This design comes from an exercise in tuning for small area and a short achievable clock period on the open sky130 flow, not from production work. The RTL was checked by simulation tests, not by an equivalence proof against the original design.

==> design/flow/design.v <==
package mips_defs;
    typedef enum logic [2:0] {
        MD_NONE  = 3'd0,
        MD_MULT  = 3'd1,
        MD_MULTU = 3'd2,
        MD_DIV   = 3'd3,
        MD_DIVU  = 3'd4,
        MD_MTHI  = 3'd5,
        MD_MTLO  = 3'd6
    } md_op_e;
endpackage
module md_add35 (
    input  logic [34:0] x,
    input  logic [34:0] y,
    input  logic        ci,
    output logic [34:0] s
);
    logic [35:0] g, p;
    logic [34:0] h;
    always_comb begin
        g[0] = ci;
        p[0] = 1'b0;
        for (int i = 0; i < 35; i++) begin
            g[i+1] = x[i] & y[i];
            p[i+1] = x[i] ^ y[i];
            h[i]   = x[i] ^ y[i];
        end
        for (int l = 1; l < 36; l = l * 2)
            for (int i = 2 * l - 1; i < 36; i += 2 * l) begin
                g[i] = g[i] | (p[i] & g[i-l]);
                p[i] = p[i] & p[i-l];
            end
        for (int l = 16; l >= 1; l = l / 2)
            for (int i = 3 * l - 1; i < 36; i += 2 * l) begin
                g[i] = g[i] | (p[i] & g[i-l]);
                p[i] = p[i] & p[i-l];
            end
        for (int i = 0; i < 35; i++) s[i] = h[i] ^ g[i];
    end
endmodule
module md_cneg (
    input  logic [31:0] x,
    input  logic        en,
    output logic [31:0] y
);
    logic [32:0] o;      
    always_comb begin
        o[0] = 1'b0;
        for (int i = 0; i < 32; i++) begin
            y[i]   = x[i] ^ (en & o[i]);
            o[i+1] = o[i] | x[i];
        end
    end
endmodule
module md_step (
    input  logic        dvj,      
    input  logic        df,       
    input  logic [33:0] u,
    input  logic [32:0] ms,       
    input  logic        nz,
    input  logic        two,
    input  logic        negm,     
    input  logic        bneg,     
    input  logic        qp,       
    input  logic        qin,      
    output logic [34:0] s,        
    output logic        q,        
    output logic [33:0] un        
);
    logic [34:0] m35, x, y;
    logic        neg;
    assign neg = dvj ? (qp ^ bneg) : negm;
    assign m35 = {{2{ms[32]}}, ms};
    assign y   = ((two ? {m35[33:0], 1'b0} : m35) & {35{nz}}) ^ {35{neg}};
    assign x   = {u[33], u};
    md_add35 u_add (.x(x), .y(y), .ci(neg), .s(s));
    assign q  = ~s[34];
    assign un = df ? {s[32:0], qin} : {s[34], s[34:2]};
endmodule
module md_dp (
    input  logic        busy,
    input  logic        dv,
    input  logic        sg,
    input  logic [3:0]  cnt,
    input  logic        bprev,
    input  logic        aneg_r,
    input  logic [31:0] m,
    input  logic [33:0] ph,
    input  logic [31:0] pl,
    input  logic [31:0] hi,
    input  logic [31:0] lo,
    output logic        last,
    output logic [33:0] ph_n,
    output logic [31:0] pl_n,
    output logic        bprev_n,
    output logic        aneg_n,
    output logic [31:0] hi_r,
    output logic [31:0] lo_r
);
    logic first;
    assign first = (cnt == 4'd0);
    assign last  = dv ? (cnt == 4'd9) : (cnt == 4'd4);
    logic [32:0] ms;
    logic        a_neg, b_neg, div_zero;
    assign ms       = {sg & m[31], m};
    assign b_neg    = sg & m[31];
    assign div_zero = (m == 32'd0);
    assign a_neg    = first ? (sg & pl[31]) : aneg_r;
    logic [31:0] pl_neg, rem_neg;
    md_cneg u_negq (.x(pl), .en(dv & (first ? a_neg : (aneg_r ^ b_neg))), .y(pl_neg));
    md_cneg u_negr (.x(s[0][32:1]), .en(aneg_r), .y(rem_neg));
    logic       fix;
    logic [3:0] dvj, nz, two, negm, qp, qin;
    assign fix = dv & (cnt == 4'd9);
    always_comb begin
        for (int j = 0; j < 4; j++) begin
            logic b2, b1, b0;
            b2 = pl[2*j+1];
            b1 = pl[2*j];
            b0 = (j == 0) ? bprev : pl[2*j-1];
            dvj[j] = dv & ~fix & ~first;
            if (dv && first) begin
                nz[j]   = 1'b0;
                two[j]  = 1'b0;
                negm[j] = 1'b0;
            end else if (dv) begin
                nz[j]   = (j == 0) ? (~fix | ph[33]) : 1'b1;
                two[j]  = fix;
                negm[j] = b_neg;
            end else if (cnt == 4'd4) begin
                nz[j]   = (j == 0) & ~sg & bprev;
                two[j]  = 1'b0;
                negm[j] = 1'b0;
            end else begin
                nz[j]   = (b1 ^ b0) | (b2 ^ b1);
                two[j]  = ~(b1 ^ b0);
                negm[j] = b2 & ~(b1 & b0);
            end
            qin[j] = (dv && first) ? ((j == 3) & pl_neg[31]) : pl[30-j];
        end
    end
    logic [33:0] u [0:4];
    logic [34:0] s [0:3];
    logic [3:0]  q;
    assign u[0] = ph;
    assign qp   = {q[2:0], ~ph[33]};
    for (genvar j = 0; j < 4; j++) begin : g_step
        md_step u_step (
            .dvj(dvj[j]), .df(dv), .u(u[j]), .ms(ms), .nz(nz[j]), .two(two[j]), .negm(negm[j]),
            .bneg(b_neg), .qp(qp[j]), .qin(qin[j]), .s(s[j]), .q(q[j]), .un(u[j+1])
        );
    end
    always_comb begin
        hi_r = hi;
        lo_r = lo;
        if (busy && last && (!dv || !div_zero)) begin
            hi_r = dv ? rem_neg : s[0][31:0];
            lo_r = pl_neg;
        end
    end
    always_comb begin
        bprev_n = bprev;
        aneg_n  = aneg_r;
        if (dv) begin
            ph_n = u[4];
            if (first) begin
                aneg_n = a_neg;
                pl_n   = pl_neg;
            end else begin
                pl_n = {pl[27:0], q[0], q[1], q[2], q[3]};
            end
        end else begin
            ph_n    = u[4];
            pl_n    = {s[3][1:0], s[2][1:0], s[1][1:0], s[0][1:0], pl[31:8]};
            bprev_n = pl[7];
        end
    end
endmodule
module md_unit (
    input  logic        clk,
    input  logic        reset,
    input  logic        start,
    input  logic        cancel,
    input  logic [2:0]  op,
    input  logic [31:0] a,
    input  logic [31:0] b,
    output logic        busy,
    output logic [31:0] hi,
    output logic [31:0] lo
);
    logic        idle;      
    logic        dv;        
    logic        sg;        
    logic [3:0]  cnt;       
    logic        bprev;     
    logic        aneg_r;    
    logic [31:0] m;         
    logic [33:0] ph;        
    logic [31:0] pl;        
    logic        last, bprev_n, aneg_n;
    logic [33:0] ph_n;
    logic [31:0] pl_n, hi_r, lo_r;
    md_dp u_dp (
        .busy(!idle), .dv(dv), .sg(sg), .cnt(cnt), .bprev(bprev), .aneg_r(aneg_r),
        .m(m), .ph(ph), .pl(pl), .hi(hi), .lo(lo),
        .last(last), .ph_n(ph_n), .pl_n(pl_n), .bprev_n(bprev_n), .aneg_n(aneg_n),
        .hi_r(hi_r), .lo_r(lo_r)
    );
    logic go, mthi, mtlo;
    assign go   = start && !cancel && idle;
    assign mthi = go && (op == 3'd5);
    assign mtlo = go && (op == 3'd6);
    logic run;
    assign run = go && (op != 3'd0) && (op[2:1] != 2'b11) && (op != 3'd5);
    logic hi_a, hi_k, lo_a, lo_k;
    assign hi_a = mthi && !reset;
    assign hi_k = !mthi && !reset;
    assign lo_a = mtlo && !reset;
    assign lo_k = !mtlo && !reset;
    always_ff @(posedge clk) begin
        hi <= ({32{hi_a}} & a) | ({32{hi_k}} & hi_r);
        lo <= ({32{lo_a}} & a) | ({32{lo_k}} & lo_r);
    end
    always_ff @(posedge clk) begin
        if (reset) begin
            busy <= 1'b0;
            idle <= 1'b1;
        end else begin
            if (!idle) begin
                busy <= !last;
                idle <= last;
            end else begin
                busy <= run;
                idle <= !run;
            end
        end
    end
    always_ff @(posedge clk) begin
        if (idle) begin
            m     <= b;
            pl    <= a;
            ph    <= '0;
            cnt   <= '0;
            bprev <= 1'b0;
            dv    <= op[2] | (op[1] & op[0]);    
            sg    <= (op == 3'd1) || (op == 3'd3);
        end else begin
            cnt    <= cnt + 4'd1;
            ph     <= ph_n;
            pl     <= pl_n;
            bprev  <= bprev_n;
            aneg_r <= aneg_n;
        end
    end
endmodule
==> design/flow/flow/run.sh <==
#!/bin/bash
# The standard layout (standard.sh) with these changes:
#  - synthesis maps with ORFS's ABC area script, with dch -f and without its upsize step (flow/abc_area.script),
#  - the ports get plain buffers (buf_1) instead of delay cells,
#  - clock tree synthesis uses a clkbuf_16 root, clkbuf_8 elsewhere, and no dummy loads.
# Tool output: standard_make.log here and ORFS's own logs under orfs/logs.
set -euo pipefail
W=$(pwd)
rm -rf "$W/orfs_scripts"
cp -r "$FLOW_HOME/scripts" "$W/orfs_scripts"
cp "$W/flow/abc_area.script" "$W/orfs_scripts/abc_area.script"
export SCRIPTS_DIR="$W/orfs_scripts"
export BUFFER_PORTS_ARGS="-buffer_cell sky130_fd_sc_hd__buf_1"
export CTS_ARGS="-sink_clustering_enable -repair_clock_nets -dont_use_dummy_load -root_buf sky130_fd_sc_hd__clkbuf_16 -buf_list sky130_fd_sc_hd__clkbuf_8"
bash standard.sh > standard_make.log 2>&1
==> design/flow/flow/abc_area.script <==
strash
dch -f
map -B 0.9
topo
stime -c
buffer -c
dnsize -c
==> design/flow/standard.sh <==
#!/bin/bash
# synth_recipe.tcl (not shown) runs the flow's synth.tcl, then flattens the netlist and writes it again
# the make line also repeats each setting of config.mk as NAME=value (left out here)
make -C /OpenROAD-flow-scripts/flow DESIGN_CONFIG=/design/flow/config.mk WORK_HOME=/design/flow/orfs CLKGATE_MAP_FILE= SYNTH_SCRIPT=/design/flow/synth_recipe.tcl "${@:-finish}"
==> design/flow/config.mk <==
export PLATFORM = sky130hd
export DESIGN_NAME = md_unit
export DESIGN_NICKNAME = md_unit
export VERILOG_FILES = /design/flow/design.v
export SDC_FILE = /design/flow/constraint.sdc
export NUM_CORES = 4
export LEC_CHECK = 0
export ABC_AREA = 1
export CAP_MARGIN = 20
export CORE_MARGIN = 2
export CORE_UTILIZATION = 40
export SLEW_MARGIN = 60
export SYNTH_HIERARCHICAL = 1
export SYNTH_MINIMUM_KEEP_SIZE = 2000
==> design/flow/constraint.sdc <==
create_clock -name core_clock -period 100.0 [get_ports {clk}]
set_input_delay 20.0000 -clock core_clock [delete_from_list [all_inputs] [get_ports {clk}]]
set_output_delay 20.0000 -clock core_clock [all_outputs]
set_load 0.01 [all_outputs]
==> summary.txt, run 1 <==
Outcome
  • Outcome: timing/DRC/antenna clean

Global route
  • GRT Util Overall: 0.268
  • Overflow after GRT: 0
  • Vias in the first global route: roughly 17000
  • First-pass GRT wire length: approximately 98 mm
  • Initial antenna violation count: 0
  • Largest net degree at the start of global routing: 78

Floorplanning
  • Die area: 47300 sq um
  • Core area: about 45000 sq um
  • Die width: 217 um
  • # rows: 78
  • IO Pins: ~140
  • Initial core utilization: 0.403
  • Die height: between 200 and 250 um

Cells and area
  • Final #Nets: just under 3000
  • Most frequent cells in the layout: 517 x nand2_1, 315 x inv_1, 261 x o21ai_0
  • Synthesis-to-layout area growth: 7.58%
  • Share of layout cells above drive strength 1: 0.0346
  • Most common cell after layout, fill and taps aside: nand2_1
  • Antenna Cells: 0
  • Final instance area: just under 20000 sq um
  • Fillers: 4761

Synthesis
  • Post-synthesis mux area share: 0.0126
  • Yosys cell types: 42
  • Syn Nets: around 2900
  • XOR/XNOR Fraction of Synth Area: 0.109
  • Post-Synth Simple-Gate Area: 0.210
  • Syn Area/Cell: ~7.0 sq um
  • Top cells by area, synth: dfxtp_1 15%, nand2_1 11%, xor2_1 10%
  • Post-Synth Adder-Cell Area: 0.167
  • Synth area leader: dfxtp_1
  • Number of synthesized register bits: about 170
  • Sequential share of the synthesized area: 0.208
  • Compound-cell area share of the yosys netlist: 0.198
  • YS warnings: 13
  • Share of the synthesized area in the top cell type: 0.150
  • EDFF count, synth: 35
  • Mapped Cells: between 2000 and 3000
  • Ys async rst share: 0
  • Main synth FF type: dfxtp_1
  • Mapped Area: roughly 18000 sq um
  • Main combinational cell family by area after synthesis: simple AND/OR/NAND/NOR gates

Setup path
  • CP startpoint: hi[31]
  • Critical path's top delay family: flip-flops
  • Reg-to-reg startpoint: dv
  • Worst-path maximum fanout: 2
  • CP Cell Sequence: buf_1
  • Reg2Reg Setup Slack: roughly 83 ns
  • Crit path depth: 1
  • Reg2reg end: ph[23]
  • Setup Crit Path Kind: reg -> out
  • Setup crit end: hi[31]
  • CP bufs+invs: 1
  • WP data required: 80.00 ns
  • Type of origin of the critical path: register
  • Worst path slowest cell: dfxtp_1
  • Critical path arrival: between 1 and 1.5 ns
  • Critical path capture point type: output pin
  • Worst R2R Path Depth: between 80 and 90
  • Slowest stage delay, CP: between 0.4 and 0.5 ns

Timing
  • Final worst-path cycle share: 0.211
  • Max Slew Vio Count: 0
  • Min Clock Period, post-route: between 20 and 25 ns
  • Max Fclk: 47.5 MHz
  • RSZ-0062 raised after global routing: no
  • Setup_tns: 0 ns
  • Layout Skew: roughly 0.055 ns
  • Final setup violation count: 0
  • Slew HR: 0.604
  • Worst-margin pin slew: 0.595 ns
  • Fin. Hold Viols: 0

Clock tree
  • Clk Latency, worst-skew pair: 0.47 ns
  • Clock Tree Root: clkbuf_16
  • Clk sink count: about 170
  • # Post-CTS Setup Buffers: 0
  • Post-CTS sizing: 0
  • Reg clk slew, reported paths: ~0.11 ns
  • Hold_buf cts: 0
  • Clock buffer count from CTS: 17
  • H-tree lvl count: 4
  • CTS max path bufs: 2
  • CTS tree: yes

Place
  • GP Congestion: 0.968
  • Placed cell areas: between 15000 and 20000 sq um
  • # port buffers: 135
  • HPWL Detailed: ~49 mm

Route
  • 1st-iter DRT viols: between 1500 and 2000
  • DR vias: between 15000 and 20000
  • DR DRC count: 0
  • DR WL/cell: about 19 um
  • Antenna-violating nets left: 0
  • Vias per std cell: between 5 and 6
  • Final wirelength: 62.5 mm
  • Router iterations before antenna repair: 8

Run
  • Max_cap viols: 0

Worst hold path
  • Hold Crit Class: reg -> reg
## worst min-delay path by stage
stage,startpoint,to,slack (ns),cells past startpoint
finish,cnt[0],cnt[0],0.50,1
global route,cnt[0],cnt[0],0.53,1
CTS,cnt[0],cnt[0],0.51,1
detailed placement,cnt[0],cnt[0],0.49,1
global placement,cnt[0],cnt[0],0.48,1
floorplan,cnt[0],cnt[0],0.45,1
## per-module statistics from Yosys (local to each module, per instance)
| module | cells | copies in the design | flops+latches |
|---|---|---|---|
| md_dp | 2089 | 1 | 0 |
| md_unit | 530 | 1 | 172 |
## area by class of cell
class	instances	area [sq um]	share of cell area
timing repair buffer	162	773	0.0394
multi-input combinational	1981	12800	0.653
inverter	326	1240	0.0631
sequential	172	3800	0.194
clock buffer	17	245	0.0125
tap	600	751	0.0383
## cell families after synthesis
kind of cell	Yosys count
xor+xnor	226
mux	23
flops	172
fa+ha+maj	202
simple gates	926
compound gates	604
buf+inv	466
## cells in the mapped netlist, types with 15 or more instances
cell and number:
nand2_1 523, inv_1 320, o21ai_0 263, xor2_1 208
nor2_1 181, nand3_1 150, dfxtp_1 137, ha_1 134
clkbuf_1 112, o211ai_1 105, a21oi_1 100, fa_1 68
a31oi_1 46, edfxtp_1 35, nand4_1 29, buf_1 27
o221ai_1 24, mux2i_1 23, a21o_1 21, or2_2 20
xnor2_1 18, nor3_1 15
## per-stage QoR
step	setup WS, ns	cells	util	hold slack (ns)
after global routing	78.86	3258	0.434	0.534
after floorplan	79.13	2619	-	0.451
after global placement	77.56	3239	0.425	0.477
after CTS	78.91	3257	0.433	0.507
final	78.93	3258	0.434	0.500
after detailed placement	78.47	3240	0.428	0.487
## per-layer routing
layer  wire length, um  part of all wire  track usage  vias up
li1                  -                 -            -     8805
met1             29000              0.46        0.374     8457
met2             27200              0.44        0.413      684
met3              4090             0.065       0.0423       86
met4              2180             0.035        0.105        0
met5                 0                 0            0        -
## sequential cells by signal (all words and copies together), names as in the netlist
signal and cells:
ph 34, bprev 1, dv 1, aneg_r 1
sg 1, cnt 4, busy 1, idle 1
lo 32, m 32, pl 32, hi 32
==> run 2, diff against run 1 <==
--- a/design/flow/flow/run.sh
+++ b/design/flow/flow/run.sh
@@ -11,5 +11,5 @@
 cp "$W/flow/abc_area.script" "$W/orfs_scripts/abc_area.script"
 export SCRIPTS_DIR="$W/orfs_scripts"
 export BUFFER_PORTS_ARGS="-buffer_cell sky130_fd_sc_hd__buf_1"
-export CTS_ARGS="-sink_clustering_enable -repair_clock_nets -dont_use_dummy_load -root_buf sky130_fd_sc_hd__clkbuf_16 -buf_list sky130_fd_sc_hd__clkbuf_8"
+export CTS_ARGS="-sink_clustering_enable -repair_clock_nets -dont_use_dummy_load"
 bash standard.sh > standard_make.log 2>&1
==> summary.txt, run 2 <==
Outcome
  • Outcome: timing/DRC/antenna clean

Clock tree
  • Clock Tree Root: clkbuf_16
  • CTS tree: yes
  • CTS max path bufs: 2
  • Clk Latency, worst-skew pair: 0.50 ns
  • # Post-CTS Setup Buffers: 0
  • Clk sink count: around 170
  • Reg clk slew, reported paths: ~0.08 ns
  • Hold_buf cts: 0
  • Clock buffer count from CTS: 17
  • Post-CTS sizing: 0
  • H-tree lvl count: 4

Global route
  • First-pass GRT wire length: 98.0 mm
  • GRT Util Overall: 0.268
  • Vias in the first global route: ~17000
  • Initial antenna violation count: 0
  • Overflow after GRT: 0
  • Largest net degree at the start of global routing: around 80

Setup path
  • Setup Crit Path Kind: reg -> out
  • Reg-to-reg startpoint: cnt[0]
  • Worst R2R Path Depth: between 80 and 90
  • Reg2reg end: ph[23]
  • CP startpoint: hi[26]
  • Critical path capture point type: output pin
  • Critical path's top delay family: flip-flops
  • Worst-path maximum fanout: 2
  • CP Cell Sequence: buf_1
  • Slowest stage delay, CP: roughly 0.44 ns
  • Worst path slowest cell: dfxtp_1
  • CP bufs+invs: 1
  • WP data required: 80.00 ns
  • Critical path arrival: between 1 and 1.5 ns
  • Reg2Reg Setup Slack: 82.66 ns
  • Type of origin of the critical path: register

Synthesis
  • YS warnings: 13
  • Post-Synth Simple-Gate Area: 0.210
  • Count leader, synth: nand2_1
  • Post-Synth Adder-Cell Area: 0.167
  • Compound-cell area share of the yosys netlist: 0.198
  • Ys async rst share: 0
  • Mapped Cells: between 2000 and 3000
  • XOR/XNOR Fraction of Synth Area: 0.109
  • EDFF count, synth: 35
  • Yosys cell types: 42
  • Number of synthesized register bits: 172
  • Syn Area/Cell: around 7 sq um
  • Main synth FF type: dfxtp_1
  • Mapped Area: around 18000 sq um
  • Share of the synthesized area in the top cell type: 0.150
  • Main combinational cell family by area after synthesis: simple AND/OR/NAND/NOR gates
  • Sequential share of the synthesized area: 0.208
  • Synth area leader: dfxtp_1
  • Syn Nets: 2892
  • Post-synth top cells: 523 x nand2_1, 320 x inv_1, 263 x o21ai_0
  • Top cells by area, synth: dfxtp_1 15%, nand2_1 11%, xor2_1 10%
  • Post-synthesis mux area share: 0.0126

Cells and area
  • Fillers: between 4000 and 5000
  • Synthesis-to-layout area growth: 8.48%
  • Max FFs per register: 34
  • Final #Nets: ~2900
  • Final core utilization: 0.438
  • Antenna Cells: 0
  • Most common cell after layout, fill and taps aside: nand2_1
  • Most frequent cells in the layout: 517 x nand2_1, 315 x inv_1, 261 x o21ai_0
  • Share of layout cells above drive strength 1: 0.0342
  • Largest Register: ph

Timing
  • Final worst-path cycle share: 0.211
  • Max Fclk: between 40 and 50 MHz
  • Worst-margin pin slew: approximately 0.58 ns
  • Setup WS post-layout: 78.90 ns
  • Max Slew Vio Count: 0
  • Fin. Hold Viols: 0
  • Setup_tns: 0 ns
  • Min Clock Period, post-route: 21.10 ns
  • Final setup violation count: 0
  • Slew HR: 0.611
  • RSZ-0062 raised after global routing: no
  • Layout Skew: a little under 0.04 ns
  • Hold slack: around 0.50 ns

Worst hold path
  • Hold Path Depth: 1
  • Hold Crit Class: reg -> reg
  • Hold path startpoint: cnt[0]
  • Worst Hold Path EP: cnt[0]

Floorplanning
  • IO Pins: 136
  • Core area: around 45000 sq um
  • Die height: 217 um
  • Die area: between 40000 and 50000 sq um
  • Initial core utilization: 0.403
  • Die width: roughly 220 um
  • # rows: about 80

Place
  • GP Congestion: approximately 0.97
  • Pre-CTS setup slack: 78.47 ns
  • # port buffers: approximately 140
  • HPWL Detailed: between 40 and 50 mm

Route
  • Final wirelength: between 60 and 70 mm
  • DR vias: between 15000 and 20000
  • DR WL/cell: just under 20 um
  • Vias per std cell: around 5.5
  • DR DRC count: 0
  • Router iterations before antenna repair: 6
  • Antenna-violating nets left: 0
  • 1st-iter DRT viols: ~1700

Run
  • Max_cap viols: 0
-- run 2: cell types whose count changed in the layout (fill, tap and decap cells not counted), sizes merged --
cell	change
buf	-1
-- run 2: layout make-up --
class | instances | area (sq um) | share of cell area
clock buffers | 17 | 425 | 0.0215
inverters | 326 | 1240 | 0.0626
multi-input cells | 1981 | 12800 | 0.648
flip-flops and latches | 172 | 3800 | 0.192
well taps | 600 | 751 | 0.0380
repair buffers | 161 | 757 | 0.0383
-- run 2: per-stage QoR --
step                      instances  area (sq um)
after floorplan                2619         18200
after global placement         3239         19200
after detailed placement       3240         19300
after CTS                      3257         19700
after global routing           3257         19800
final                          3257         19800
-- run 2: how the worst max path moves through the flow --
| stage | cells past startpoint | to |
|---|---|---|
| floorplan | 5 | hi[13] |
| global route | 1 | hi[26] |
| detailed placement | 6 | lo[14] |
| finish | 1 | hi[26] |
| CTS | 1 | hi[27] |
| global placement | 4 | hi[5] |
-- run 2: routing by layer --
layer	track usage	share of wire
met1	0.375	0.46
met2	0.416	0.44
met3	0.0409	0.068
met4	0.0982	0.033
met5	0	0
-- run 2: per-module statistics from Yosys (local to each module, per instance) --
module   cell area (sq um)  cells
md_unit               5370    530
md_dp                12900   2089
-- run 2: worst reg2reg max path, delay by kind of cell (launching register included) --
kind / cells / cell delay (ns)
compound gates: 23 / 5.50
xor+xnor: 5 / 1.43
fa+ha+maj: 8 / 3.32
buf+inv: 12 / 2.69
flops: 1 / 0.43
simple gates: 34 / 3.82
-- run 2: cells by family (layout without fill, tap and decap cells) --
family	Yosys count	count (layout)
XOR/XNOR	226	226
adder cells (fa/ha/maj)	202	202
AND/OR/NAND/NOR	926	926
multiplexers	23	23
buffers and inverters	466	504
AO/OA/AOI/OAI	604	604
flip-flops	172	172
==> run 3, diff against run 2 <==
--- a/design/flow/design.v
+++ b/design/flow/design.v
@@ -57,8 +57,8 @@
     input  logic        df,       
     input  logic [33:0] u,
     input  logic [32:0] ms,       
-    input  logic        nz,
-    input  logic        two,
+    input  logic        one,      
+    input  logic        two,      
     input  logic        negm,     
     input  logic        bneg,     
     input  logic        qp,       
@@ -71,7 +71,7 @@
     logic        neg;
     assign neg = dvj ? (qp ^ bneg) : negm;
     assign m35 = {{2{ms[32]}}, ms};
-    assign y   = ((two ? {m35[33:0], 1'b0} : m35) & {35{nz}}) ^ {35{neg}};
+    assign y   = (({35{one}} & m35) | ({35{two}} & {m35[33:0], 1'b0})) ^ {35{neg}};
     assign x   = {u[33], u};
     md_add35 u_add (.x(x), .y(y), .ci(neg), .s(s));
     assign q  = ~s[34];
@@ -110,7 +110,7 @@
     md_cneg u_negq (.x(pl), .en(dv & (first ? a_neg : (aneg_r ^ b_neg))), .y(pl_neg));
     md_cneg u_negr (.x(s[0][32:1]), .en(aneg_r), .y(rem_neg));
     logic       fix;
-    logic [3:0] dvj, nz, two, negm, qp, qin;
+    logic [3:0] dvj, one, two, negm, qp, qin;
     assign fix = dv & (cnt == 4'd9);
     always_comb begin
         for (int j = 0; j < 4; j++) begin
@@ -120,21 +120,25 @@
             b0 = (j == 0) ? bprev : pl[2*j-1];
             dvj[j] = dv & ~fix & ~first;
             if (dv && first) begin
-                nz[j]   = 1'b0;
+                one[j]  = 1'b0;
                 two[j]  = 1'b0;
                 negm[j] = 1'b0;
+            end else if (dv && fix) begin
+                one[j]  = 1'b0;
+                two[j]  = (j == 0) & ph[33];
+                negm[j] = b_neg;
             end else if (dv) begin
-                nz[j]   = (j == 0) ? (~fix | ph[33]) : 1'b1;
-                two[j]  = fix;
-                negm[j] = b_neg;
+                one[j]  = 1'b1;
+                two[j]  = 1'b0;
+                negm[j] = 1'b0;
             end else if (cnt == 4'd4) begin
-                nz[j]   = (j == 0) & ~sg & bprev;
+                one[j]  = (j == 0) & ~sg & bprev;
                 two[j]  = 1'b0;
                 negm[j] = 1'b0;
             end else begin
-                nz[j]   = (b1 ^ b0) | (b2 ^ b1);
-                two[j]  = ~(b1 ^ b0);
-                negm[j] = b2 & ~(b1 & b0);
+                one[j]  = b1 ^ b0;
+                two[j]  = b2 ? (~b1 & ~b0) : (b1 & b0);
+                negm[j] = b2;
             end
             qin[j] = (dv && first) ? ((j == 3) & pl_neg[31]) : pl[30-j];
         end
@@ -146,7 +150,7 @@
     assign qp   = {q[2:0], ~ph[33]};
     for (genvar j = 0; j < 4; j++) begin : g_step
         md_step u_step (
-            .dvj(dvj[j]), .df(dv), .u(u[j]), .ms(ms), .nz(nz[j]), .two(two[j]), .negm(negm[j]),
+            .dvj(dvj[j]), .df(dv), .u(u[j]), .ms(ms), .one(one[j]), .two(two[j]), .negm(negm[j]),
             .bneg(b_neg), .qp(qp[j]), .qin(qin[j]), .s(s[j]), .q(q[j]), .un(u[j+1])
         );
     end
--- a/design/flow/flow/run.sh
+++ b/design/flow/flow/run.sh
@@ -11,5 +11,5 @@
 cp "$W/flow/abc_area.script" "$W/orfs_scripts/abc_area.script"
 export SCRIPTS_DIR="$W/orfs_scripts"
 export BUFFER_PORTS_ARGS="-buffer_cell sky130_fd_sc_hd__buf_1"
-export CTS_ARGS="-sink_clustering_enable -repair_clock_nets -dont_use_dummy_load"
+export CTS_ARGS="-sink_clustering_enable -repair_clock_nets -dont_use_dummy_load -root_buf sky130_fd_sc_hd__clkbuf_16 -buf_list sky130_fd_sc_hd__clkbuf_8"
 bash standard.sh > standard_make.log 2>&1
==> summary.txt, run 3 <==
Outcome
  • Outcome: timing/DRC/antenna clean

Clock tree
  • Clk Latency, worst-skew pair: 0.46 ns
  • CTS tree: yes
  • Clock buffer count from CTS: 17
  • Post-CTS sizing: 0
  • CTS max path bufs: 2
  • H-tree lvl count: 4
  • Hold_buf cts: 0
  • Clock Tree Root: clkbuf_16
  • # Post-CTS Setup Buffers: 0
  • Reg clk slew, reported paths: ~0.11 ns
  • Clk sink count: 172

Cells and area
  • Most common cell after layout, fill and taps aside: nand2_1
  • Most frequent cells in the layout: 421 x nand2_1, 286 x inv_1, 273 x o21ai_0
  • Fillers: 4579
  • Max FFs per register: 34
  • Share of layout cells above drive strength 1: 0.0312
  • Largest Register: ph
  • Synthesis-to-layout area growth: 7.81%
  • Antenna Cells: 0
  • Final #Nets: 2842

Route
  • DR WL/cell: roughly 19 um
  • DR DRC count: 0
  • Vias per std cell: approximately 5.6
  • Final wirelength: approximately 60 mm
  • DR vias: about 18000
  • 1st-iter DRT viols: roughly 1700
  • Antenna-violating nets left: 0
  • Router iterations before antenna repair: 6

Place
  • # port buffers: around 140
  • GP Congestion: between 0.9 and 1
  • HPWL Detailed: 45.4 mm
  • Pre-CTS setup slack: about 79 ns

Timing
  • Fin. Hold Viols: 0
  • RSZ-0062 raised after global routing: no
  • Setup_tns: 0 ns
  • Final setup violation count: 0
  • Max Slew Vio Count: 0
  • Layout Skew: 0.0392 ns
  • Worst-margin pin slew: around 0.58 ns
  • Max Fclk: approximately 47 MHz
  • Setup WS post-layout: between 70 and 80 ns
  • Final worst-path cycle share: 0.211
  • Slew HR: 0.611
  • Min Clock Period, post-route: roughly 21 ns

Global route
  • Met2 usage: 0.416
  • Met1 usage in global routing: 0.363
  • Vias in the first global route: roughly 17000
  • Grt peak-use layer: met2
  • Initial antenna violation count: 0
  • GRT Util Overall: 0.263
  • Overflow after GRT: 0
  • Met3 track demand over resource: 0.0434
  • Largest net degree at the start of global routing: between 80 and 90
  • First-pass GRT wire length: 95.3 mm

Synthesis
  • Share of the synthesized area in the top cell type: 0.155
  • Main synth FF type: dfxtp_1
  • Number of synthesized register bits: between 150 and 200
  • Count leader, synth: nand2_1
  • Yosys cell types: 37
  • EDFF count, synth: 35
  • Syn Nets: ~2800
  • YS warnings: 13
  • Mapped Area: 17700 sq um
  • Sequential share of the synthesized area: 0.214
  • Post-synth top cells: 424 x nand2_1, 289 x inv_1, 274 x o21ai_0
  • Ys async rst share: 0
  • Synth area leader: dfxtp_1
  • Syn Area/Cell: between 7 and 8 sq um
  • Mapped Cells: 2521
  • Top cells by area, synth: dfxtp_1 15%, xor2_1 10%, ha_1 9.7%

Setup path
  • Critical path capture point type: output pin
  • Slowest stage delay, CP: about 0.45 ns
  • WP data required: 80.00 ns
  • Critical path arrival: around 1.1 ns
  • Worst R2R Path Depth: 86
  • Reg-to-reg startpoint: dv
  • Setup Crit Path Kind: reg -> out
  • CP Cell Sequence: buf_1
  • Reg2Reg Setup Slack: 81.55 ns
  • CP bufs+invs: 1
  • Type of origin of the critical path: register
  • Worst path slowest cell: dfxtp_1
  • Worst-path maximum fanout: 2
  • Reg2reg end: ph[33]
  • Critical path's top delay family: flip-flops

Worst hold path
  • Hold path startpoint: cnt[0]
  • Worst Hold Path EP: cnt[0]
  • Hold Crit Class: reg -> reg
  • Hold Path Depth: 1

Floorplanning
  • Core area: ~44000 sq um
  • Die height: around 210 um
  • # rows: 77
  • Die width: approximately 210 um
  • Initial core utilization: 0.403
  • IO Pins: 136
  • Die area: ~46000 sq um

Run
  • Max_cap viols: 0
[run 3: cell count changes in the layout (fill, tap and decap cells not counted), sizes merged, moves of 9 or more]
cell / delta
a21oi: -30
clkinv: +24
inv: -27
nand2: -99
nor2: +12
o211ai: -75
o21ai: +9
o221ai: -24
o22ai: +126
[run 3: metrics by stage]
| step | hold WS, ns | cells | util | instance area, sq um |
|---|---|---|---|---|
| 2_1_floorplan | 0.437 | 2521 | - | 17700 |
| 3_3_place_gp | 0.458 | 3133 | 0.424 | 18700 |
| 3_5_place_dp | 0.486 | 3138 | 0.428 | 18900 |
| 4_1_cts | 0.502 | 3155 | 0.434 | 19100 |
| 5_1_grt | 0.518 | 3156 | 0.434 | 19100 |
| 6_report | 0.490 | 3156 | 0.434 | 19100 |
[run 3: cell type report]
type	count	area [sq um]	share of cell area
Timing Repair Buffer	160	803	0.0420
Multi-Input combinational cell	1892	12300	0.643
Sequential cell	172	3800	0.199
Inverter	323	1240	0.0647
Tap cell	592	741	0.0387
Clock buffer	17	245	0.0128
[run 3: how the worst max path moves through the flow]
| stage | to | depth (start not counted) | startpoint | slack (ns) |
|---|---|---|---|---|
| global placement | hi[21] | 4 | reset | 77.29 |
| floorplan | hi[13] | 5 | reset | 79.13 |
| CTS | hi[7] | 1 | hi[7] | 78.90 |
| global route | hi[7] | 1 | hi[7] | 78.88 |
| finish | hi[5] | 1 | hi[5] | 78.91 |
| detailed placement | lo[25] | 4 | reset | 78.62 |
[run 3: cells by family after synthesis]
| group | count (synthesis) | share of synthesized area |
|---|---|---|
| and+or+nand+nor | 835 | 0.196 |
| xor gates and xnor gates | 224 | 0.111 |
| AOI/OAI and AO/OA | 606 | 0.196 |
| DFF | 172 | 0.214 |
| adders and majority gates | 205 | 0.173 |
| muxes | 22 | 0.0124 |
| buffers and inverters | 457 | 0.0969 |
[run 3: layer usage]
metal	wire length, um	share of wire	vias up
met4	1750	0.029	0
met5	0	0	-
met3	4280	0.071	90
met1	27400	0.46	8293
met2	26700	0.44	713
li1	-	-	8528
[run 3: Yosys stat by module (local to each module, per instance)]
module	cells inside	times used	flip-flops and latches	cell area, sq um
md_dp	1991	1	0	12400
md_unit	530	1	172	5370
==> run 4, diff against run 3 <==
--- a/design/flow/flow/run.sh
+++ b/design/flow/flow/run.sh
@@ -1,6 +1,6 @@
 #!/bin/bash
 # The standard layout (standard.sh) with these changes:
-#  - synthesis maps with ORFS's ABC area script, with dch -f and without its upsize step (flow/abc_area.script),
+#  - synthesis maps with ORFS's ABC area script without its upsize step (flow/abc_area.script),
 #  - the ports get plain buffers (buf_1) instead of delay cells,
 #  - clock tree synthesis uses a clkbuf_16 root, clkbuf_8 elsewhere, and no dummy loads.
 # Tool output: standard_make.log here and ORFS's own logs under orfs/logs.
==> design/flow/flow/abc_area.script (replaced) <==
strash
dch
map -B 0.9
topo
stime -c
buffer -c
dnsize -c
--- a/design/flow/config.mk
+++ b/design/flow/config.mk
@@ -9,6 +9,6 @@
 export CAP_MARGIN = 20
 export CORE_MARGIN = 2
 export CORE_UTILIZATION = 40
-export SLEW_MARGIN = 60
+export SLEW_MARGIN = 45
 export SYNTH_HIERARCHICAL = 1
 export SYNTH_MINIMUM_KEEP_SIZE = 2000
==> summary.txt, run 4 <==
Setup path
  • Critical path's top delay family: buffers and inverters
  • Setup Crit Path Kind: in -> reg
  • Slowest stage delay, CP: 0.64 ns
  • CP Cell Sequence: buf_1 > inv_2 > buf_4 > nand3_2 > o21ai_0
  • CP bufs+invs: 3
  • Critical path capture point type: register
  • Type of origin of the critical path: input pin
  • Worst-path maximum fanout: 67
  • WP data required: 100.36 ns
  • Worst path slowest cell: nand3_2
  • Critical path arrival: ~22 ns

Synthesis
  • YS warnings: 13
  • Sequential share of the synthesized area: 0.215
  • Share of the synthesized area in the top cell type: 0.156
  • Syn Nets: between 2000 and 3000
  • Ys async rst share: 0
  • Yosys cell types: between 40 and 50
  • Post-synth top cells: 387 x nand2_1, 304 x inv_1, 286 x o21ai_0
  • Mapped Area: 17600 sq um
  • EDFF count, synth: 35
  • Main synth FF type: dfxtp_1
  • Synth area leader: dfxtp_1
  • Top cells by area, synth: dfxtp_1 16%, ha_1 9.7%, xor2_1 9.2%
  • Mapped Cells: 2497
  • Syn Area/Cell: a little over 7 sq um
  • Number of synthesized register bits: between 150 and 200
  • Count leader, synth: nand2_1

Clock tree
  • H-tree lvl count: 4
  • Hold_buf cts: 0
  • Clock buffer count from CTS: 17
  • Clk Latency, worst-skew pair: between 0.4 and 0.5 ns
  • CTS max path bufs: 2
  • Reg clk slew, reported paths: 0.10 ns
  • CTS tree: yes
  • Clk sink count: ~170
  • Post-CTS sizing: 0
  • # Post-CTS Setup Buffers: 0
  • Clock Tree Root: clkbuf_16

Floorplanning
  • Initial core utilization: 0.407
  • Die width: 214 um
  • Core area: approximately 43000 sq um
  • # rows: 76
  • Die area: 45800 sq um
  • IO Pins: ~140
  • Die height: about 210 um

Cells and area
  • Final #Nets: about 2800
  • Fillers: 4608
  • Share of layout cells above drive strength 1: 0.0311
  • Most common cell after layout, fill and taps aside: nand2_1
  • Finished Layout Cells: 3125
  • Antenna Cells: 0
  • Most frequent cells in the layout: 383 x nand2_1, 301 x inv_1, 285 x o21ai_0
  • Synthesis-to-layout area growth: 6.95%
  • Max FFs per register: 34
  • Final instance area: 18800 sq um
  • Largest Register: ph

Route
  • Antenna-violating nets left: 0
  • Final wirelength: just over 60 mm
  • Vias per std cell: 5.63
  • Router iterations before antenna repair: 5
  • 1st-iter DRT viols: around 1500
  • DR vias: approximately 18000
  • DR DRC count: 0
  • DR WL/cell: approximately 20 um

Place
  • HPWL Detailed: approximately 45 mm
  • Placed insts: just over 3000
  • Placed cell areas: roughly 19000 sq um
  • # port buffers: roughly 140
  • GP Congestion: 0.951

Run
  • Max_cap viols: 0

Timing
  • Worst-margin pin slew: roughly 0.8 ns
  • Final setup violation count: 0
  • RSZ-0062 raised after global routing: no
  • Layout Skew: between 0.04 and 0.05 ns
  • Setup_tns: 0 ns
  • Max Slew Vio Count: 0
  • Slew HR: 0.469
  • Final worst-path cycle share: 0.214
  • Max Fclk: roughly 47 MHz
  • Hold slack: about 0.48 ns
  • Min Clock Period, post-route: between 20 and 25 ns
  • Fin. Hold Viols: 0

Global route
  • First-pass GRT wire length: ~95 mm
  • Vias in the first global route: 16700
  • GRT Util Overall: 0.263
  • Overflow after GRT: 0
  • Initial antenna violation count: 0
  • Largest net degree at the start of global routing: 95

Worst hold path
  • Hold Crit Class: reg -> reg

Outcome
  • Outcome: timing/DRC/antenna clean
run 4: cell types whose count changed in the layout (fill, tap and decap cells not counted), moves of 5 or more:
cell / delta
o211ai_1: -20
mux2i_1: -14
a31oi_1: -5
o221ai_1: +25
inv_1: +15
o21ai_0: +12
nand3_1: +13
nor2_1: -5
xor2_1: -22
inv_2: +5
xnor2_1: +23
nand2_1: -38
run 4: metrics by stage:
stage	worst slack (ns)	utilization
final	78.56	0.436
after global routing	78.42	0.436
after CTS	78.61	0.435
after detailed placement	78.10	0.430
after global placement	77.81	0.429
after floorplan	79.13	-
run 4: cell families after synthesis:
kind of cell | share of synthesized area
compound gates | 0.203
fa+ha+maj | 0.174
flops | 0.215
xor+xnor | 0.111
buf+inv | 0.0995
mux | 0.00454
simple gates | 0.192
run 4: path summary, 6_finish.rpt:
kind | startpoint | endpoint | slack (ns) | cells after the start
worst min register to register | cnt[0] | cnt[0] | 0.48 | 1
worst max-delay path | reset | lo[6] | 78.56 | 5
worst max register to register | dv | ph[28] | 80.87 | 83
worst min-delay path | cnt[0] | cnt[0] | 0.48 | 1
run 4: layer usage:
layer  vias to the layer above  share of wire  GRT usage
met5                         -              0          0
met4                         0          0.025     0.0834
met3                        80          0.078     0.0462
met2                       705           0.45      0.414
met1                      8321           0.45      0.364
li1                       8476              -          -
run 4: layout make-up:
class	count	area, sq um	area share
Clock buffer	17	245	0.0130
Inverter	339	1280	0.0680
Multi-Input combinational cell	1859	12100	0.644
Sequential cell	172	3800	0.201
Tap cell	585	732	0.0388
Timing Repair Buffer	153	661	0.0350
run 4: Yosys stat by module, one instance, submodules excluded:
module,flops+latches,times used,cell area (sq um),cells inside
md_unit,172,1,5370,531
md_dp,0,1,12300,1966
==> run 5, diff against run 4 <==
--- a/design/flow/config.mk
+++ b/design/flow/config.mk
@@ -9,6 +9,6 @@
 export CAP_MARGIN = 20
 export CORE_MARGIN = 2
 export CORE_UTILIZATION = 40
-export SLEW_MARGIN = 45
+export SLEW_MARGIN = 60
 export SYNTH_HIERARCHICAL = 1
 export SYNTH_MINIMUM_KEEP_SIZE = 2000
==> summary.txt, run 5 <==
Worst hold path
  • Hold Crit Class: reg -> reg
  • Worst Hold Path EP: cnt[0]
  • Hold Path Depth: 1
  • Hold path startpoint: cnt[0]

Setup path
  • Reg2reg end: ph[28]
  • Critical path capture point type: output pin
  • Critical path's top delay family: flip-flops
  • Setup Crit Path Kind: reg -> out
  • Type of origin of the critical path: register
  • CP bufs+invs: 1
  • CP startpoint: hi[6]
  • Critical path arrival: 1.08 ns
  • Reg2Reg Setup Slack: just over 80 ns
  • Slowest stage delay, CP: 0.43 ns
  • Worst-path maximum fanout: 2
  • CP Cell Sequence: buf_1
  • Worst path slowest cell: dfxtp_1
  • Worst R2R Path Depth: between 80 and 90
  • Reg-to-reg startpoint: dv
  • WP data required: ~80 ns

Global route
  • Overflow after GRT: 0
  • Initial antenna violation count: 2
  • First-pass GRT wire length: between 90 and 100 mm
  • GRT Util Overall: 0.263
  • Vias in the first global route: ~17000
  • Largest net degree at the start of global routing: 95

Synthesis
  • Mapped Area: between 15000 and 20000 sq um
  • Syn Area/Cell: 7.06 sq um
  • Count leader, synth: nand2_1
  • Top cells by area, synth: dfxtp_1 16%, ha_1 9.7%, xor2_1 9.2%
  • Number of synthesized register bits: around 170
  • Syn Nets: approximately 2800
  • Mapped Cells: approximately 2500
  • EDFF count, synth: 35
  • Post-synth top cells: 387 x nand2_1, 304 x inv_1, 286 x o21ai_0
  • Sequential share of the synthesized area: 0.215
  • Synth area leader: dfxtp_1
  • Ys async rst share: 0
  • Share of the synthesized area in the top cell type: 0.156
  • Yosys cell types: 41
  • YS warnings: 13
  • Main synth FF type: dfxtp_1

Clock tree
  • Clock buffer count from CTS: 17
  • Clk Latency, worst-skew pair: approximately 0.48 ns
  • Post-CTS sizing: 0
  • Hold_buf cts: 0
  • CTS max path bufs: 2
  • CTS tree: yes
  • # Post-CTS Setup Buffers: 0
  • Clock Tree Root: clkbuf_16
  • Clk sink count: 172
  • H-tree lvl count: 4
  • Reg clk slew, reported paths: 0.09 ns

Timing
  • Layout Skew: roughly 0.055 ns
  • Max Fclk: roughly 47 MHz
  • Min Clock Period, post-route: approximately 21 ns
  • Worst-margin pin slew: around 0.57 ns
  • Max Slew Vio Count: 0
  • RSZ-0062 raised after global routing: no
  • Slew HR: 0.617
  • Setup WS post-layout: about 79 ns
  • Final worst-path cycle share: 0.211
  • Final setup violation count: 0
  • Fin. Hold Viols: 0
  • Setup_tns: 0 ns

Cells and area
  • Multi-input gate area: approximately 12000 sq um
  • Finished Layout Cells: roughly 3100
  • Max FFs per register: 34
  • Synthesis-to-layout area growth: 7.64%
  • Fillers: ~4500
  • Storage cell area: between 3000 and 4000 sq um
  • Final #Nets: between 2000 and 3000
  • Most common cell after layout, fill and taps aside: nand2_1
  • Share of layout cells above drive strength 1: 0.0338
  • Final core utilization: 0.438
  • Most frequent cells in the layout: 383 x nand2_1, 300 x inv_1, 282 x o21ai_0
  • Antenna Cells: 0
  • Largest Register: ph

Route
  • 1st-iter DRT viols: around 1600
  • DR vias: 17500
  • DR DRC count: 0
  • Final wirelength: 60.6 mm
  • Antenna-violating nets left: 0
  • Vias per std cell: around 5.6
  • Router iterations before antenna repair: 6
  • DR WL/cell: just under 20 um

Place
  • Pre-CTS setup slack: 78.59 ns
  • GP Congestion: 0.951
  • # port buffers: about 140
  • HPWL Detailed: 45.5 mm
  • Placed insts: 3108

Floorplanning
  • Core area: 43300 sq um
  • Die area: around 46000 sq um
  • Die height: 214 um
  • Die width: roughly 210 um
  • # rows: 76
  • Initial core utilization: 0.407
  • IO Pins: roughly 140

Outcome
  • Outcome: timing/DRC/antenna clean

Run
  • Max_cap viols: 0
==> run 5: cell counts after synthesis <==
Identical to the previous run, type by type.
==> run 5: final cells by class <==
type	count	share of cell area
Multi-Input combinational cell	1859	0.643
Sequential cell	172	0.200
Inverter	339	0.0678
Tap cell	585	0.0386
Timing Repair Buffer	154	0.0375
Clock buffer	17	0.0129
==> run 5: cell families (layout without fill, tap and decap cells) <==
family	Yosys count	count (layout)	share of synthesized area
AOI/OAI and AO/OA	618	618	0.203
buffers and inverters	466	510	0.0995
DFF	172	172	0.215
xor gates and xnor gates	224	224	0.111
muxes	8	8	0.00454
adders and majority gates	205	205	0.174
and+or+nand+nor	804	804	0.192
==> run 5: modules after synthesis, one instance, submodules excluded <==
module   area (sq um)  cells inside  times used  flops+latches
md_dp           12300          1966           1              0
md_unit          5370           531           1            172
==> run 5: worst max path at each step <==
stage | slack, ns | depth (start not counted) | endpoint
floorplan | 79.13 | 5 | hi[13]
global placement | 77.81 | 5 | hi[17]
detailed placement | 78.59 | 5 | lo[3]
CTS | 78.92 | 1 | hi[5]
global route | 78.88 | 5 | hi[21]
finish | 78.92 | 1 | hi[6]
==> run 5: routing by layer <==
metal / track usage / vias up / wire [um]
met5: 0 / - / 17
met4: 0.102 / 4 / 1990
met3: 0.0459 / 99 / 4190
met2: 0.408 / 639 / 26700
met1: 0.364 / 8239 / 27700
li1: - / 8483 / -
==> run 5: metrics by stage <==
step	hold WS [ns]	instance area, sq um
final	0.477	19000
after floorplan	0.426	17600
after global placement	0.443	18600
after global routing	0.517	19000
after detailed placement	0.457	18700
after CTS	0.478	18900
==> run 6, diff against run 5 <==
==> design/flow/flow/run.sh (replaced) <==
#!/bin/bash
# The standard layout (standard.sh) with these changes:
#  - synthesis maps with ORFS's ABC area script without its upsize step (flow/abc_area.script),
#  - the ports get plain buffers (buf_1) instead of delay cells,
#  - clock tree synthesis uses no dummy loads.
# Tool output: standard_make.log here and ORFS's own logs under orfs/logs.
set -euo pipefail
W=$(pwd)
rm -rf "$W/orfs_scripts"
cp -r "$FLOW_HOME/scripts" "$W/orfs_scripts"
cp "$W/flow/abc_area.script" "$W/orfs_scripts/abc_area.script"
export SCRIPTS_DIR="$W/orfs_scripts"
export BUFFER_PORTS_ARGS="-buffer_cell sky130_fd_sc_hd__buf_1"
export CTS_ARGS="-sink_clustering_enable -repair_clock_nets -dont_use_dummy_load"
bash standard.sh > standard_make.log 2>&1
==> summary.txt, run 6 <==
Cells and area
  • Max FFs per register: 34
  • Antenna Cells: 0
  • Most frequent cells in the layout: 383 x nand2_1, 300 x inv_1, 282 x o21ai_0
  • Largest Register: ph
  • Most common cell after layout, fill and taps aside: nand2_1
  • Final #Nets: 2819
  • Share of layout cells above drive strength 1: 0.0338
  • Synthesis-to-layout area growth: 8.66%
  • Fillers: 4510
  • Final core utilization: 0.443

Floorplanning
  • Die height: between 200 and 250 um
  • Die width: approximately 210 um
  • IO Pins: around 140
  • Initial core utilization: 0.407
  • Core area: 43300 sq um
  • # rows: between 70 and 80
  • Die area: 45800 sq um

Clock tree
  • CTS max path bufs: 2
  • Clk Latency, worst-skew pair: about 0.50 ns
  • Clock buffer count from CTS: 17
  • Hold_buf cts: 0
  • Clock Tree Root: clkbuf_16
  • Reg clk slew, reported paths: roughly 0.06 ns
  • Post-CTS sizing: 0
  • H-tree lvl count: 4
  • # Post-CTS Setup Buffers: 0
  • Clk sink count: approximately 170
  • CTS tree: yes

Global route
  • GRT Util Overall: 0.263
  • Largest net degree at the start of global routing: 95
  • Initial antenna violation count: 2
  • Vias in the first global route: ~17000
  • First-pass GRT wire length: between 90 and 100 mm
  • Overflow after GRT: 0

Timing
  • Setup_tns: 0 ns
  • Setup WS post-layout: slightly below 80 ns
  • Worst-margin pin slew: 0.591 ns
  • Final worst-path cycle share: 0.211
  • Slew HR: 0.605
  • Layout Skew: between 0.03 and 0.04 ns
  • Final setup violation count: 0
  • Min Clock Period, post-route: around 21 ns
  • Max Slew Vio Count: 0
  • RSZ-0062 raised after global routing: no
  • Fin. Hold Viols: 0
  • Max Fclk: between 40 and 50 MHz

Setup path
  • Worst-path maximum fanout: 2
  • CP bufs+invs: 1
  • Critical path capture point type: output pin
  • Setup Crit Path Kind: reg -> out
  • WP data required: 80.00 ns
  • Type of origin of the critical path: register
  • Slowest stage delay, CP: 0.42 ns
  • Critical path arrival: between 1 and 1.5 ns
  • Critical path's top delay family: flip-flops
  • CP Cell Sequence: buf_1
  • Worst path slowest cell: dfxtp_1
  • Reg2Reg Setup Slack: between 80 and 90 ns

Synthesis
  • Top cells by area, synth: dfxtp_1 16%, ha_1 9.7%, xor2_1 9.2%
  • Share of the synthesized area in the top cell type: 0.156
  • Syn Nets: approximately 2800
  • Count leader, synth: nand2_1
  • Synth area leader: dfxtp_1
  • Number of synthesized register bits: between 150 and 200
  • Sequential share of the synthesized area: 0.215
  • Post-synth top cells: 387 x nand2_1, 304 x inv_1, 286 x o21ai_0
  • Mapped Area: 17600 sq um
  • YS warnings: 13
  • Mapped Cells: roughly 2500
  • Main synth FF type: dfxtp_1
  • Ys async rst share: 0
  • Yosys cell types: 41
  • EDFF count, synth: 35
  • Syn Area/Cell: just over 7 sq um

Route
  • Final wirelength: around 61 mm
  • DR WL/cell: 19.4 um
  • 1st-iter DRT viols: ~1600
  • Vias per std cell: around 5.6
  • Antenna-violating nets left: 0
  • Router iterations before antenna repair: 5
  • DR vias: between 15000 and 20000
  • DR DRC count: 0

Place
  • # port buffers: between 100 and 150
  • GP Congestion: roughly 0.95
  • Pre-CTS setup slack: 78.59 ns
  • HPWL Detailed: approximately 46 mm

Outcome
  • Outcome: timing/DRC/antenna clean

Worst hold path
  • Hold Crit Class: reg -> reg

Run
  • Max_cap viols: 0
[run 6: changes by cell type in the layout (fill, tap and decap cells not counted)]
| cell | delta |
|---|---|
| clkbuf_16 | +16 |
| clkbuf_8 | -16 |
[run 6: final timing paths]
path         startpoint      to  cells past startpoint
max               hi[6]   hi[6]                      1
min              cnt[0]  cnt[0]                      1
max reg2reg          dv  ph[28]                     82
min reg2reg      cnt[0]  cnt[0]                      1
[run 6: final cells by class]
class,count,area (sq um),area share
flip-flops and latches,172,3800,0.198
repair buffers,154,712,0.0372
clock buffers,17,425,0.0222
well taps,585,732,0.0382
inverters,339,1290,0.0672
multi-input cells,1859,12200,0.637
[run 6: Yosys stat by module, one instance, submodules excluded]
module	cell area (sq um)	cells	times used	flops+latches
md_unit	5370	531	1	172
md_dp	12300	1966	1	0
[run 6: cells by family (layout without fill, tap and decap cells)]
kind of cell / count (synthesis) / count (layout) / share of synthesized area
adders and majority gates: 205 / 205 / 0.174
AOI/OAI and AO/OA: 618 / 618 / 0.203
and+or+nand+nor: 804 / 804 / 0.192
DFF: 172 / 172 / 0.215
buffers and inverters: 466 / 510 / 0.0995
muxes: 8 / 8 / 0.00454
xor gates and xnor gates: 224 / 224 / 0.111
[run 6: routing by layer]
metal  GRT usage  part of all wire
met1       0.363              0.45
met2       0.407              0.44
met3      0.0453             0.073
met4       0.103             0.033
met5           0           0.00033
[run 6: through the flow]
step | hold slack [ns] | instance area [sq um] | cells
after floorplan | 0.426 | 17600 | 2497
after global placement | 0.443 | 18600 | 3108
after detailed placement | 0.457 | 18700 | 3108
after CTS | 0.472 | 19100 | 3125
after global routing | 0.510 | 19200 | 3126
final | 0.472 | 19200 | 3126

-- static timing again, ports no longer ideal --
How much do the figures lean on ideal ports? The routed layouts below were timed once more, with nothing changed but the port constraints. Step 1 assumes that a clkbuf_16 drives the clock port and a buf_2 every other input. Step 2 moves the port delays by t, midway between the first and last clock arrival at a register: inputs arrive t later, outputs are due t later. That takes back most of the time a late clock gives input paths. a / b / c = ideal / step 1 / step 2; a / b = the first two.
run	t, ns	setup slack, ns	hold slack, ns
run 1	0.496	78.930 / 78.875 / 78.559	0.500 / 0.500 / 0.500
run 2	0.532	78.897 / 78.841 / 78.528	0.495 / 0.495 / 0.495
run 3	0.500	78.913 / 78.858 / 78.556	0.490 / 0.490 / 0.490
run 4	0.493	78.563 / 78.588 / 78.095	0.476 / 0.476 / 0.476
run 5	0.504	78.925 / 78.870 / 78.586	0.477 / 0.477 / 0.477
run 6	0.536	78.896 / 78.841 / 78.589	0.472 / 0.472 / 0.472
After both steps setup and hold are still met in every run listed. The setup slack of run 4, which loses most, moves by +0.025 ns with the drivers and by -0.468 ns with both steps.
